This design comes from an exercise in tuning for small area, a short achievable clock period and few clock cycles on the open sky130 flow, not from production work.
Function was not checked in any run shown here: the RTL went through the layout flow alone.
No activity file was given, so power comes from the tool's default toggle rates.

**design/flow/design.v**
```verilog
package dcache_geom_pkg;
    parameter int NUM_SETS      = 8;
    parameter int WORDS_PER_BLK = 2;
    typedef logic [31:0] word_t;
    typedef logic [25:0] tag_t;
    typedef logic [2:0]  set_idx_t;
    typedef logic [0:0]  blk_off_t;
    typedef logic way_t;
    typedef struct packed {
        tag_t       tag;
        set_idx_t   idx;
        blk_off_t   blkoff;
        logic [1:0] bytoff;
    } dcache_addr_t;
    typedef struct packed {
        logic                         valid;
        logic                         dirty;
        tag_t                         tag;
        word_t [WORDS_PER_BLK-1:0]    data;
    } frame_t;
endpackage
package dcache_bus_pkg;
    typedef struct packed {
        logic  ren;
        logic  wen;
        logic [31:0] addr;
        logic [31:0] wdata;
    } dp_req_t;
    typedef struct packed {
        logic  hit;
        logic [31:0] rdata;
    } dp_rsp_t;
    typedef struct packed {
        logic  ren;
        logic  wen;
        logic [31:0] addr;
        logic [31:0] wdata;
    } mem_req_t;
    typedef struct packed {
        logic  busy;
        logic [31:0] rdata;
    } mem_rsp_t;
endpackage
`timescale 1ns/1ps
module dcache (
    input  logic        clk,
    input  logic        rst_n,
    input  logic        dp_ren,
    input  logic        dp_wen,
    input  logic [31:0] dp_addr,
    input  logic [31:0] dp_wdata,
    output logic        dp_hit,
    output logic [31:0] dp_rdata,
    input  logic        halt,
    output logic        flushed,
    output logic        mem_ren,
    output logic        mem_wen,
    output logic [31:0] mem_addr,
    output logic [31:0] mem_wdata,
    input  logic        mem_busy,
    input  logic [31:0] mem_rdata
);
    localparam logic [2:0] S_IDLE = 3'd0;    
    localparam logic [2:0] S_WB0  = 3'd1;    
    localparam logic [2:0] S_WB1  = 3'd2;    
    localparam logic [2:0] S_F0   = 3'd3;    
    localparam logic [2:0] S_F1   = 3'd4;    
    localparam logic [2:0] S_FS   = 3'd5;    
    localparam logic [2:0] S_FW0  = 3'd6;    
    localparam logic [2:0] S_FW1  = 3'd7;    
    logic [15:0] valid_q, dirty_q;
    logic [7:0]  recent_q;                   
    logic [25:0] tag_q [16];
    logic [31:0] dat_q [32];                 
    logic [2:0]  state_q;
    logic        hit_q;                      
    logic        flushed_q;
    logic        mem_ren_q, mem_wen_q;
    logic [29:0] mem_addr_q;                 
    logic [31:0] mem_wdata_q;
    logic [31:0] rdata_q;
    logic [3:0]  acc_f;                      
    logic        acc_off, acc_wen;
    logic [4:0]  rsel_q;                     
    wire idle   = (state_q == S_IDLE);
    wire fill   = (state_q == S_F0) || (state_q == S_F1);
    wire req    = dp_ren || dp_wen;
    wire go     = idle && !hit_q && req;
    wire go_h   = idle && !hit_q && halt;
    wire [25:0] a_tag = dp_addr[31:6];
    wire [2:0]  a_set = dp_addr[5:3];
    wire        a_off = dp_addr[2];
    logic [15:0] match;
    always_comb begin
        for (int f = 0; f < 16; f++) match[f] = valid_q[f] && (tag_q[f] == a_tag);
    end
    wire m0  = match[{1'b0, a_set}];
    wire m1  = match[{1'b1, a_set}];
    wire hit = m0 || m1;
    wire a_rec = recent_q[a_set];
    wire vway  = ~a_rec;
    wire vdirty = dirty_q[{vway, a_set}];
    wire [3:0] ridx = idle ? dp_addr[5:2] : rsel_q[3:0];
    wire [31:0] w0 = dat_q[{1'b0, ridx}];
    wire [31:0] w1 = dat_q[{1'b1, ridx}];
    wire [25:0] t0 = tag_q[{1'b0, ridx[3:1]}];
    wire [25:0] t1 = tag_q[{1'b1, ridx[3:1]}];
    wire        wway = idle ? vway : rsel_q[4];
    wire [31:0] wsel = wway ? w1 : w0;
    wire [25:0] tsel = wway ? t1 : t0;
    wire [31:0] rhit = m1 ? w1 : w0;
    logic [3:0] pf;
    logic       any_dirty;
    always_comb begin
        pf = 4'd0;
        for (int f = 15; f >= 0; f--) if (dirty_q[f]) pf = 4'(f);
        any_dirty = |dirty_q;
    end
    wire done_w = !mem_busy;
    always_ff @(posedge clk, negedge rst_n) begin
        if (!rst_n) begin
            state_q   <= S_IDLE;
            hit_q     <= 1'b0;
            flushed_q <= 1'b0;
            mem_ren_q <= 1'b0;
            mem_wen_q <= 1'b0;
        end else begin
            hit_q <= 1'b0;
            case (state_q)
                S_IDLE: begin
                    if (go) begin
                        if (hit) begin
                            hit_q <= 1'b1;
                        end else if (vdirty) begin
                            mem_wen_q <= 1'b1;
                            state_q   <= S_WB0;
                        end else begin
                            mem_ren_q <= 1'b1;
                            state_q   <= S_F0;
                        end
                    end else if (go_h) begin
                        if (any_dirty) begin
                            state_q <= S_FS;
                        end else begin
                            flushed_q <= 1'b1;
                            state_q   <= S_FW0;
                        end
                    end
                end
                S_WB0: if (done_w) state_q <= S_WB1;
                S_WB1: if (done_w) begin
                    mem_wen_q <= 1'b0;
                    mem_ren_q <= 1'b1;
                    state_q   <= S_F0;
                end
                S_F0: if (done_w) state_q <= S_F1;
                S_F1: if (done_w) begin
                    mem_ren_q <= 1'b0;
                    hit_q     <= 1'b1;
                    state_q   <= S_IDLE;
                end
                S_FS: begin
                    mem_wen_q <= 1'b1;
                    state_q   <= S_FW0;
                end
                S_FW0: if (done_w && !flushed_q) state_q <= S_FW1;
                S_FW1: if (done_w) begin
                    if (any_dirty) begin
                        state_q <= S_FW0;
                    end else begin
                        mem_wen_q <= 1'b0;
                        flushed_q <= 1'b1;
                        state_q   <= S_FW0;
                    end
                end
                default: state_q <= S_IDLE;
            endcase
        end
    end
    always_ff @(posedge clk) begin
        if (idle) begin
            acc_f   <= {hit ? m1 : vway, a_set};
            acc_off <= a_off;
            acc_wen <= dp_wen;
            rdata_q <= rhit;
            mem_addr_q <= {vdirty ? tsel : a_tag, a_set, a_off};
            rsel_q  <= halt ? {pf, 1'b0} : {vway, a_set, ~a_off};
        end else begin
            if (state_q == S_F0) rdata_q <= mem_rdata;
            case (state_q)
                S_WB0, S_F0, S_FW0: if (done_w) mem_addr_q[0] <= ~mem_addr_q[0];
                S_WB1: if (done_w) mem_addr_q <= {a_tag, a_set, a_off};
                S_FS:  begin
                    mem_addr_q <= {tsel, rsel_q[3:1], 1'b0};
                    rsel_q[0]  <= 1'b1;
                end
                S_FW1: if (done_w) begin
                    mem_addr_q <= {tsel, rsel_q[3:1], 1'b0};
                    rsel_q[0]  <= 1'b1;
                end
                default: ;
            endcase
            if (state_q == S_FW0 && done_w) rsel_q <= {pf, 1'b0};
        end
        if (idle || !mem_busy || state_q == S_FS) mem_wdata_q <= wsel;
    end
    wire [31:0] wbus = fill ? mem_rdata : dp_wdata;
    wire flush_pick = (state_q == S_FS) || (state_q == S_FW1 && done_w);
    for (genvar f = 0; f < 16; f++) begin : g_frame
        wire sel = (acc_f == 4'(f));
        for (genvar w = 0; w < 2; w++) begin : g_word
            wire we = sel && ((fill && mem_addr_q[0] == w[0]) ||
                              (hit_q && acc_wen && acc_off == w[0]));
            always_ff @(posedge clk) begin
                if (we) dat_q[2*f+w] <= wbus;
            end
        end
        always_ff @(posedge clk) begin
            if (fill && sel) tag_q[f] <= a_tag;
        end
        always_ff @(posedge clk, negedge rst_n) begin
            if (!rst_n) begin
                valid_q[f] <= 1'b0;
                dirty_q[f] <= 1'b0;
            end else begin
                if (fill && sel) begin
                    valid_q[f] <= 1'b1;
                    dirty_q[f] <= 1'b0;
                end else if (hit_q && acc_wen && sel) begin
                    dirty_q[f] <= 1'b1;
                end else if (flush_pick && rsel_q[4:1] == 4'(f)) begin
                    dirty_q[f] <= 1'b0;
                end
            end
        end
    end
    always_ff @(posedge clk, negedge rst_n) begin
        if (!rst_n) begin
            recent_q <= '0;
        end else if (hit_q) begin
            recent_q[acc_f[2:0]] <= acc_f[3];
        end
    end
    assign dp_hit    = hit_q;
    assign dp_rdata  = rdata_q;
    assign flushed   = flushed_q;
    assign mem_ren   = mem_ren_q;
    assign mem_wen   = mem_wen_q;
    assign mem_addr  = {mem_addr_q, 2'b00};
    assign mem_wdata = mem_wdata_q;
endmodule
```
**design/flow/run.sh**
```bash
#!/bin/bash
# synth_recipe.tcl (not shown) runs the flow's synth.tcl, then flattens the netlist and writes it again
# the make line also repeats each setting of config.mk as NAME=value (left out here)
make -C /OpenROAD-flow-scripts/flow DESIGN_CONFIG=/design/flow/config.mk WORK_HOME=/design/flow/orfs CLKGATE_MAP_FILE= SYNTH_SCRIPT=/design/flow/synth_recipe.tcl finish
```
**design/flow/config.mk**
```make
export PLATFORM = sky130hd
export DESIGN_NAME = dcache
export DESIGN_NICKNAME = dcache
export VERILOG_FILES = /design/flow/design.v
export SDC_FILE = /design/flow/constraint.sdc
export NUM_CORES = 4
export LEC_CHECK = 0
export CAP_MARGIN = 20
export CORE_MARGIN = 2
export CORE_UTILIZATION = 40
export SLEW_MARGIN = 20
```
**design/flow/constraint.sdc**
```tcl
create_clock -name core_clock -period 10.0 [get_ports {clk}]
set_input_delay 2.0000 -clock core_clock [delete_from_list [all_inputs] [get_ports {clk}]]
set_output_delay 2.0000 -clock core_clock [all_outputs]
set_load 0.01 [all_outputs]
```
==> reports/results.ini, run 1 <==
[flow_run]
max-cap-violations=0

[finish]
layout.nets=4805
finalInstanceArea_sq_um=75900
drive_above_1_share_pct=11.0
area_growth_pct=15.2

[placed_design]
post_dp_cell_area_sq_um=70600
finalWeightedCongestion=0.956
port_buffers=197
dpl.hpwl_um=129000

[pwr]
swShare_pct=39.1
p_comb_share_pct=36.8
irDropWorstVdd_uv=243
netSwitchingPower_w=0.00933
p_leak_nw=24.3
pwr-share-seq_pct=38.1
power_frac_clock_pct=25.1
intPower_w=0.0145
p_per_area_nw_per_um2=315
total_power_w=0.0239

[cts]
insertion_delay_ps=810
clk_pin_slew_ps=60
clock-sinks=1592
holdBufCountCts=0
htreeDepth=4
post_cts_buffers=0
cts.repair.resized=0
cts_buffer_depth=3
cts_tree=built
cts_root_buffer=clkbuf_16
numCtsBuffers=167

[grt]
met3_usage_pct=4.49
antenna_found_initial=7
grt_max_degree=74
grt_pass1_wl_um=314000
grt_use_total_pct=26.3
grt_busiest_layer=met2
met1_usage_pct=36.4
grt_pass1_vias=40700
grt_use_met2_pct=41.2
overflow=0

[routing]
via_per_inst=6.15
wl_um=227000
vias=43100
routedWlPerCell_um=32.4
drc=0
drtAntennaViolNets=0
drtPass1Iterations=6
drt_iter0_markers=6646

[floorplanning]
die_w_um=410
rows=148
num_io_pins=202
dieArea_sq_um=168000
die_h_um=410
coreArea_sq_um=163000
start_util_pct=40.4

[worst_setup_path]
end_kind=register
startpoint_type=primary input
crit_fanout=21
cp_data_arrival_time_ps=6680
required_ps=10540
worstSetupPathType=in -> reg

[synth]
yosys-top-cells-area=edfxtp_1 (70%), a22oi_1 (3.1%), xnor2_1 (3.0%)
yosysSeqAreaShare_pct=72.2
netlist_area_sq_um=65900
synth.top_cell.area_share_pct=70.4
yosys_register_bits=1592
ys_types=82
synth_top_area_cell=edfxtp_1
synth_edf_count=1545
dominantRegCellSynth=edfxtp_1
yosys_warnings=3
synthArstFlopShare_pct=2.95
synthCells=4471
postSynthAreaPerCell_sq_um=14.7

[sta]
rsz0062_at_grt=no
worst_pin_slew_ps=1170
finalSetupViolations=0
skew_ps=43.3
slew_headroom_pct=21.8
hold_viol_final=0
max_clock_freq_mhz=163
fin_crit_ps=6150
tns_ps=0
post-route-period-util_pct=61.5
drv_slew=0

[worst_hold_path]
hold_path.class=reg -> reg

[status]
outcome=no timing/DRC/antenna violations

[power by group through the flow]
stage | clock (W) | combinational [W] | sequential (W)
2_1_floorplan | 0 | 0.00469 | 0.00920
3_3_place_gp | 0 | 0.00854 | 0.00922
3_5_place_dp | 0 | 0.00859 | 0.00924
4_1_cts | 0.00602 | 0.00862 | 0.00911
5_1_grt | 0.00628 | 0.00915 | 0.00915
6_report | 0.00599 | 0.00878 | 0.00910
[synth_stat cells, types with 5 or more instances]
master,count
buf_1,11
a221o_1,8
or2_2,18
o22ai_1,12
ha_1,6
a31oi_1,18
o21ai_0,126
nor4_4,12
a2111oi_0,6
xnor2_1,229
a221oi_1,86
buf_2,137
clkbuf_1,86
a311oi_1,5
inv_1,17
a22oi_1,272
o31ai_1,9
a21o_1,5
and3_1,20
buf_6,16
mux2i_1,57
o21ai_1,54
a21oi_1,156
nor3_2,5
a222oi_1,44
a22o_1,74
mux2_2,12
nor2_1,228
nor3_1,25
nand3b_1,7
edfxtp_1,1545
buf_4,31
nor2b_1,5
nand2_1,476
dfrtp_1,47
nand4_1,115
nor4_1,61
mux4_2,8
xor2_1,189
nand3_1,114
or3_1,5
nand2b_1,11
o22a_1,23
[worst paths after layout]
| path | depth (start not counted) | slack (ps) | endpoint | startpoint |
|---|---|---|---|---|
| min reg2reg | 1 | 460 | valid_q[14] | valid_q[14] |
| max | 10 | 3850 | rdata_q[14] | dp_addr[14] |
| max in group asynchronous | 2 | 7940 | valid_q[0] | rst_n |
| min in group asynchronous | 2 | 1320 | valid_q[15] | rst_n |
| max reg2reg | 10 | 4280 | mem_addr_q[14] | state_q[1] |
| min | 1 | 460 | valid_q[14] | valid_q[14] |
[per-layer routing]
layer	routed length [um]	part of all wire, %
met1	88700	39
met2	105000	46
met3	23700	10
met5	34	0.015
met4	9790	4.3
[worst max-delay path, stage by stage]
cell and delay, ps:
clkdlybuf4s50_1 1060, buf_4 430, xnor2_1 160, nand4_1 180, nor4_1 470, o22ai_1 360
nor2_4 840, buf_4 580, mux2i_1 460, o21ai_1 100
[sequential cells by signal, summed over array words and instances (netlist names), 3 cells and up]
signal and flops:
rsel_q 5, state_q 3, acc_f 4, rdata_q 32, dat_q 1024, dirty_q 16
mem_wdata_q 32, mem_addr_q 30, tag_q 416, recent_q 8, valid_q 16
[logic make-up after synthesis]
logic type | count (synthesis) | share of synthesized area, %
xor+xnor | 418 | 5.55
compound gates | 952 | 10.3
mux | 84 | 1.51
other cells | 1 | 0.00569
fa+ha+maj | 6 | 0.114
buf+inv | 299 | 2.33
flops | 1592 | 72.2
simple gates | 1119 | 8.04
[through the flow]
stage / util [%] / worst slack [ps] / cells / hold slack [ps]
floorplan: - / 5510 / 4472 / 430
global placement: 43.3 / 3280 / 6698 / 445
detailed placement: 43.3 / 3230 / 6700 / 446
CTS: 46.5 / 4110 / 7007 / 460
global route: 46.5 / 3920 / 7010 / 466
finish: 46.5 / 3850 / 7014 / 459
[cell type report]
type,instances,area [sq um]
tap,2175,2720
timing repair buffer,337,2960
clock buffer,217,4430
multi-input combinational,2581,17300
antenna,4,10.0
sequential,1592,47600
inverter,18,72.6
clock inverter,90,803
fill,14100,87200
[cell usage in the layout, fill, tap and decap left out, types with 115 or more instances in the layout]
cell                n
a21oi_1           153
a22oi_1           271
buf_4             132
clkbuf_16         168
clkdlybuf4s50_1   170
edfxtp_1         1545
nand2_1           469
nand4_1           115
nor2_1            173
o21ai_0           126
xnor2_1           229
xor2_1            189
==> run 2, diff against run 1 <==
--- a/design/flow/config.mk
+++ b/design/flow/config.mk
@@ -7,2 +7,3 @@
 export LEC_CHECK = 0
+export ABC_CLOCK_PERIOD_IN_PS = 3000
 export CAP_MARGIN = 20
@@ -10,2 +11,3 @@
 export CORE_UTILIZATION = 40
+export SETUP_SLACK_MARGIN = 5
 export SLEW_MARGIN = 20
==> run 2 against run 1 <==
  * Synthesized area is the same
  * Highest routed layer unchanged
  * Clock skew is essentially flat
  * Critical endpoint is now rdata_q[1]
  * Register-to-register slack gained 990 ps
  * Clock power is essentially flat
  * Largest power group is now combinational logic
  * Fmax grew 22%
==> reports/results.ini, run 2 <==
[status]
outcome=no timing/DRC/antenna violations

[synth]
ys_types=82  ; unchanged
yosys_register_bits=1592  ; unchanged
dominantRegCellSynth=edfxtp_1
synth_edf_count=1545  ; unchanged
synthArstFlopShare_pct=2.95  ; unchanged
synthCells=4471  ; unchanged
synth.most_common_cell=edfxtp_1
postSynthAreaPerCell_sq_um=14.7  ; unchanged
synth_top_area_cell=edfxtp_1
yosysSeqAreaShare_pct=72.2  ; unchanged
synth.top_cell.area_share_pct=70.4  ; unchanged
yosys_warnings=3  ; unchanged
netlist_area_sq_um=65900  ; unchanged
synthTopCellsByCount=edfxtp_1 (1545), nand2_1 (476), a22oi_1 (272)
yosys-top-cells-area=edfxtp_1 (70%), a22oi_1 (3.1%), xnor2_1 (3.0%)

[routing]
wl_met1_um=89500  ; +0.88%
drtAntennaViolNets=0  ; unchanged
highest_layer=met5
drc=0  ; unchanged
wl_met3_um=24700  ; +4.4%
routedWlPerCell_um=32.8  ; +1.2%
wl_um=231000  ; +1.7%
drtPass1Iterations=8  ; +2
via_per_inst=6.18  ; +0.50%
drt_iter0_markers=6796  ; +2.3%
vias=43500  ; +0.95%
route.met2.wl_um=105000  ; +0.51%

[cts]
cts_buffer_depth=3  ; unchanged
cts_tree=built
htreeDepth=4  ; unchanged
clk_pin_slew_ps=60  ; about the same
clock-sinks=1592  ; unchanged
numCtsBuffers=167  ; unchanged
holdBufCountCts=0  ; unchanged
cts_root_buffer=clkbuf_16
insertion_delay_ps=820  ; about the same

[worst_hold_path]
hold_depth=1  ; unchanged
hold_path.class=reg -> reg
holdPathEnd=valid_q[14]
hp-start=valid_q[14]

[floorplanning]
coreArea_sq_um=163000  ; unchanged
num_io_pins=202  ; unchanged
rows=148  ; unchanged
die_w_um=410  ; unchanged
dieArea_sq_um=168000  ; unchanged
start_util_pct=40.4  ; unchanged
die_h_um=410  ; unchanged

[worst_setup_path]
startpoint_type=primary input
rr_worst_depth=11  ; +1
required_ps=10530  ; about the same
end_kind=register
timing.rr.end=mem_addr_q[25]
crit_fanout=33  ; +57%
r2r_slack_ps=5270  ; +990 ps
cp_data_arrival_time_ps=5560  ; -1120 ps
worstSetupPathType=in -> reg
r2r-start=state_q[1]

[sta]
post-route-period-util_pct=50.2  ; -11 points
rsz0062_at_grt=no
worst_pin_slew_ps=1130  ; -38.5 ps
drv_slew=0  ; unchanged
finalSetupViolations=0  ; unchanged
slew_headroom_pct=24.3  ; +2.6 points
tns_ps=0  ; unchanged
max_clock_freq_mhz=199  ; +22%
skew_ps=43.6  ; +0.250 ps
fin_crit_ps=5020  ; -1120 ps
hold_viol_final=0  ; unchanged

[grt]
grt_max_degree=75  ; +1.4%
antenna_found_initial=4  ; -3
overflow=0  ; unchanged
grt_use_total_pct=26.7  ; +0.36 points
grt_pass1_vias=41000  ; +0.79%
grt_pass1_wl_um=317000  ; +1.1%

[pwr]
p_per_area_nw_per_um2=317  ; +0.66%
irDropWorstVdd_uv=251  ; +3.2%
p_leak_nw=24.6  ; +1.2%
total_power_w=0.0243  ; +1.6%

[finish]
layout_common_cells=edfxtp_1 (1545), nand2_1 (468), a22oi_1 (271)
finalInstanceArea_sq_um=76600  ; +0.94%
area_growth_pct=16.3
layout.nets=4839  ; +0.71%
top_register=dat_q
reg_top3=dat_q x1024, tag_q x416
largest_reg_flops=1024  ; unchanged
drive_above_1_share_pct=12.0  ; +0.97 points
layoutNonFillerInstCount=7045  ; +0.44%
final_common_cell=edfxtp_1

[placed_design]
dpl.hpwl_um=129000  ; unchanged
finalWeightedCongestion=0.956  ; unchanged
dpl.cell_count=6700  ; unchanged
port_buffers=197  ; unchanged
post_dp_cell_area_sq_um=70600  ; unchanged

[flow_run]
max-cap-violations=0  ; unchanged

==> run 2: changes by cell type in the layout (fill, tap and decap cells not counted), sizes merged, moves of 2 or more <==
cell	delta
clkbuf	+5
clkdlybuf4s50	-2
diode	-3
buf	+24
nand2	+2
==> run 2: cells by family (layout without fill, tap and decap cells) <==
family / count (synthesis) / count (layout) / synth area share, %
compound gates: 952 / 953 / 10.3
xor+xnor: 418 / 418 / 5.55
fa+ha+maj: 6 / 6 / 0.114
buf+inv: 299 / 691 / 2.33
flops: 1592 / 1592 / 72.2
mux: 84 / 84 / 1.51
other cells: 1 / 3 / 0.00569
simple gates: 1119 / 1123 / 8.04
==> run 2: how the worst max path moves through the flow <==
| stage | start | to | slack [ps] | cells after the start |
|---|---|---|---|---|
| 6_report | dp_addr[8] | rdata_q[1] | 4980 | 12 |
| 5_1_grt | dp_addr[8] | rdata_q[1] | 5000 | 12 |
| 4_1_cts | dp_addr[5] | mem_addr_q[8] | 4940 | 12 |
| 3_5_place_dp | dp_addr[14] | rdata_q[14] | 3230 | 10 |
| 3_3_place_gp | dp_addr[14] | rdata_q[14] | 3280 | 10 |
| 2_1_floorplan | dp_addr[8] | rdata_q[10] | 5510 | 11 |
==> run 2: through the flow <==
| stage | util (%) | setup WS (ps) | hold WS [ps] |
|---|---|---|---|
| final | 47.0 | 4980 | 460 |
| after global routing | 47.0 | 5000 | 466 |
| after CTS | 46.8 | 4940 | 460 |
| after detailed placement | 43.3 | 3230 | 446 |
| after global placement | 43.3 | 3280 | 445 |
| after floorplan | - | 5510 | 430 |
==> run 2: report_power, final <==
| group | total (W) | leakage, nW | switching (W) | internal, W |
|---|---|---|---|---|
| clock network | 0.00600 | 2.53 | 0.00269 | 0.00331 |
| logic | 0.00916 | 7.51 | 0.00653 | 0.00264 |
| registers | 0.00910 | 14.6 | 0.000301 | 0.00880 |
==> run 2: per-layer routing <==
metal / GRT usage [%] / vias up
met3: 4.60 / 507
li1: - / 17900
met5: 0 / -
met1: 36.7 / 22200
met2: 41.5 / 2933
met4: 11.9 / 4
==> run 2: what timing repair did <==
| item | 4_1_cts | 5_1_grt |
|---|---|---|
| pin swaps | 8 | 1 |
| buffers inserted | 18 | 8 |
| gates resized for setup | 65 | 36 |
| cloned | 6 | 1 |
| endpoints found under the setup margin | 95 | 37 |
==> run 2: layout make-up <==
type / count / area (sq um)
Clock inverter: 90 / 803
Timing Repair Buffer: 366 / 3510
Clock buffer: 217 / 4430
Tap cell: 2175 / 2720
Multi-Input combinational cell: 2586 / 17500
Inverter: 18 / 76.3
Sequential cell: 1592 / 47600
Antenna cell: 1 / 2.50
Fill cell: 14000 / 86500
==> run 2: worst max-delay path, stage by stage <==
cell and delay [ps]:
buf_2 80, buf_4 450, xor2_1 130, nor4_1 760
nand4_1 150, nor4_1 320, o22ai_1 360, nor2_4 210
buf_4 320, buf_4 290, mux2i_1 320, o21ai_1 90
==> run 3, diff against run 2 <==
==> design/flow/flow/run.sh (new file) <==
#!/bin/bash
set -euo pipefail
bash standard.sh SETUP_SLACK_MARGIN=7.0 finish > standard.log 2>&1
==> design/flow/standard.sh (new file) <==
#!/bin/bash
# synth_recipe.tcl (not shown) runs the flow's synth.tcl, then flattens the netlist and writes it again
# the make line also repeats each setting of config.mk as NAME=value (left out here)
make -C /OpenROAD-flow-scripts/flow DESIGN_CONFIG=/design/flow/config.mk WORK_HOME=/design/flow/orfs CLKGATE_MAP_FILE= SYNTH_SCRIPT=/design/flow/synth_recipe.tcl "${@:-finish}"
--- a/design/flow/config.mk
+++ b/design/flow/config.mk
@@ -7,3 +7,2 @@
 export LEC_CHECK = 0
-export ABC_CLOCK_PERIOD_IN_PS = 3000
 export CAP_MARGIN = 20
@@ -11,3 +10,2 @@
 export CORE_UTILIZATION = 40
-export SETUP_SLACK_MARGIN = 5
 export SLEW_MARGIN = 20
removed: design/flow/run.sh
==> run 3 against run 2 <==
  * Still clean
  * Non-clock buffer count rose by 412
  * Final cell count up 6.0%
  * Wire length up 20%
  * First-iteration DRC count rose by 43%
  * Largest power group unchanged
==> reports/results.ini, run 3 <==
[status]
outcome=no timing/DRC/antenna violations

[cts]
numCtsBuffers=167  ; unchanged
clk_pin_slew_ps=60  ; about the same
cts_tree=built
insertion_delay_ps=830  ; about the same
cts_buffer_depth=3  ; unchanged
clock-sinks=1592  ; unchanged
htreeDepth=4  ; unchanged
holdBufCountCts=0  ; unchanged
cts_root_buffer=clkbuf_16

[floorplanning]
die_w_um=410  ; unchanged
start_util_pct=40.4  ; unchanged
dieArea_sq_um=168000  ; unchanged
num_io_pins=202  ; unchanged
coreArea_sq_um=163000  ; unchanged
rows=148  ; unchanged
die_h_um=410  ; unchanged

[routing]
drtPass1Iterations=8  ; unchanged
via_per_inst=6.50  ; +5.1%
drtAntennaViolNets=0  ; unchanged
routedWlPerCell_um=37.2  ; +13%
drc=0  ; unchanged
vias=48500  ; +11%
drt_iter0_markers=9751  ; +43%
wl_um=278000  ; +20%

[finish]
fillers=13000  ; -7.7%
layout.nets=5258  ; +8.7%
area_growth_pct=30.2
top_register=dat_q
final_common_cell=edfxtp_1
multi_input_area_sq_um=20000  ; +14%
reg_top3=dat_q x1024, tag_q x416
drive_above_1_share_pct=27.7  ; +16 points
final-seq-area_sq_um=47600  ; about the same
layout_common_cells=edfxtp_1 (1545), nand2_1 (447), buf_4 (240)
largest_reg_flops=1024  ; unchanged
layoutNonFillerInstCount=7467  ; +6.0%

[grt]
met3_usage_pct=9.73  ; +5.1 points
grt_pass1_vias=44100  ; +7.5%
grt_max_degree=68  ; -9.3%
overflow=0  ; unchanged
grt_use_met2_pct=46.8  ; +5.3 points
grt_busiest_layer=met2
grt_use_total_pct=31.6  ; +5.0 points
met1_usage_pct=42.1  ; +5.4 points
grt_pass1_wl_um=366000  ; +16%
antenna_found_initial=13  ; +9

[synth]
synth.top_cell.area_share_pct=70.4  ; unchanged
synth_top_area_cell=edfxtp_1
yosysSeqAreaShare_pct=72.2  ; unchanged
synthTopCellsByCount=edfxtp_1 (1545), nand2_1 (476), a22oi_1 (272)
synthCells=4471  ; unchanged
dominantRegCellSynth=edfxtp_1
yosys-top-cells-area=edfxtp_1 (70%), a22oi_1 (3.1%), xnor2_1 (3.0%)
yosys_register_bits=1592  ; unchanged
synth.most_common_cell=edfxtp_1
postSynthAreaPerCell_sq_um=14.7  ; unchanged
yosys_warnings=3  ; unchanged
synth_edf_count=1545  ; unchanged
ys_types=82  ; unchanged
netlist_area_sq_um=65900  ; unchanged
synthArstFlopShare_pct=2.95  ; unchanged

[worst_setup_path]
cp_data_arrival_time_ps=4800  ; -760 ps
slowest_stage=nor4_2
rr_worst_depth=14  ; +3
required_ps=10580  ; +50 ps
startpoint_type=primary input
critPathMaxStageDelay_ps=420  ; -340 ps
end_kind=register
worstSetupPathType=in -> reg
crit_fanout=33  ; unchanged
worstPathCellList=buf_6 > xnor2_1 > nand4_1 > nor4_2 > nand4_1 > a22o_2 > nor2_4 > buf_12 > buf_16 > mux2i_1 > o21ai_1
path_common_cell=nand4_1

[placed_design]
port_buffers=197  ; unchanged
finalWeightedCongestion=0.922  ; -3.6%
dpl.hpwl_um=130000  ; +0.86%
dpl.cell_count=6692  ; -0.12%

[worst_hold_path]
hold_depth=1  ; unchanged
hold_path.class=reg -> reg

[pwr]
irDropWorstVdd_uv=233  ; -7.2%
p_per_area_nw_per_um2=337  ; +6.4%
p_leak_nw=28.8  ; +17%

[sta]
rsz0062_at_grt=yes
slew_headroom_pct=17.5  ; -6.8 points
max_clock_freq_mhz=237  ; +19%
skew_ps=62.8  ; +19.3 ps
hold_ws_ps=469  ; +8.35 ps
finalSetupViolations=0  ; unchanged
worst_pin_slew_ps=1230  ; +100 ps
fin_crit_ps=4220  ; -799 ps
drv_slew=0  ; unchanged
hold_viol_final=0  ; unchanged
post-route-period-util_pct=42.2  ; -8.0 points
tns_ps=0  ; unchanged

[flow_run]
max-cap-violations=0  ; unchanged

run 3: repair_timing:
item	in CTS	in global routing
setup endpoints to repair	2686	1099
setup buffers	278	92
cloned	80	10
pin swaps	236	188
endpoints found under the hold margin	0	0
gates resized for setup	1160	190
run 3: cells by family (layout without fill, tap and decap cells):
family                   Yosys count  after routing  share of synthesized area (%)
flip-flops                      1592           1592                           72.2
XOR/XNOR                         418            418                           5.55
multiplexers                      84             87                           1.51
adder cells (fa/ha/maj)            6              6                          0.114
buffers and inverters            299           1100                           2.33
AND/OR/NAND/NOR                 1119           1126                           8.04
other                              1              9                        0.00569
AO/OA/AOI/OAI                    952            954                           10.3
run 3: per-layer routing:
metal	part of all wire, %	vias up
li1	-	18800
met1	35	24400
met2	43	4390
met3	15	886
met4	6.6	12
met5	0.025	-
run 3: critical path: cells and delay by family:
family / cells / cell delay [ps]
AOI/OAI and AO/OA: 2 / 510
xor gates and xnor gates: 1 / 380
buffers and inverters: 3 / 610
muxes: 1 / 350
and+or+nand+nor: 4 / 880
run 3: stage by stage:
step	total power, W	utilization (%)	worst slack (ps)	cell area (sq um)
CTS	0.0276	51.3	5960	83700
floorplan	0.0140	-	5750	67000
detailed placement	0.0179	43.4	3500	70800
global placement	0.0178	43.4	3340	70800
global route	0.0293	52.6	5820	85800
finish	0.0289	52.6	5780	85800
run 3: final cells by class:
class	count	area share, %
repair buffers	778	11.7
flip-flops and latches	1592	55.4
clock inverters	96	1.21
clock buffers	208	5.09
inverters	18	0.102
well taps	2175	3.17
diodes	7	0.0204
multi-input cells	2593	23.3
run 3: path summary, 6_finish.rpt:
kind                            slack (ps)          end         from
worst max-delay path                  5780   rdata_q[3]  dp_addr[22]
worst min-delay path                   470  valid_q[14]  valid_q[14]
worst max register to register        6010  rdata_q[31]   state_q[2]
worst min register to register         470  valid_q[14]  valid_q[14]
max in group asynchronous             7900   state_q[0]        rst_n
min in group asynchronous              980  valid_q[14]        rst_n
run 3: where the power goes:
part | total, W | switching, W | internal, W
Sequential | 0.00910 | 0.000300 | 0.00880
Clock | 0.00621 | 0.00276 | 0.00345
Combinational | 0.0136 | 0.00859 | 0.00501

static timing again, ports no longer ideal:
No port has a modelled driver above. Below, the same layouts with a new extraction and two added sets of constraints. Step 1: set_driving_cell puts a clkbuf_16 on clk and a buf_2 on each other input, an assumption about the parent block. Step 2 moves the port delays by t, midway between the first and last clock arrival at a register: inputs arrive t later, outputs are due t later. That takes back most of the time a late clock gives input paths. Three values: no drivers, after step 1, after step 2; two values: the first two.
run | t, ns | setup slack, ns | worst hold slack (ns)
run 1 | 0.883 | 3.855 / 3.918 / 3.036 | 0.459 / 0.459 / 0.459
run 2 | 0.883 | 4.977 / 5.038 / 4.156 | 0.460 / 0.460 / 0.460
run 3 | 0.882 | 5.776 / 5.776 / 4.894 | 0.469 / 0.469 / 0.469
After both steps setup and hold are still met in every run listed. The setup slack of run 3, which loses most, moves by 0.000 ns with the drivers and by -0.882 ns with both steps.
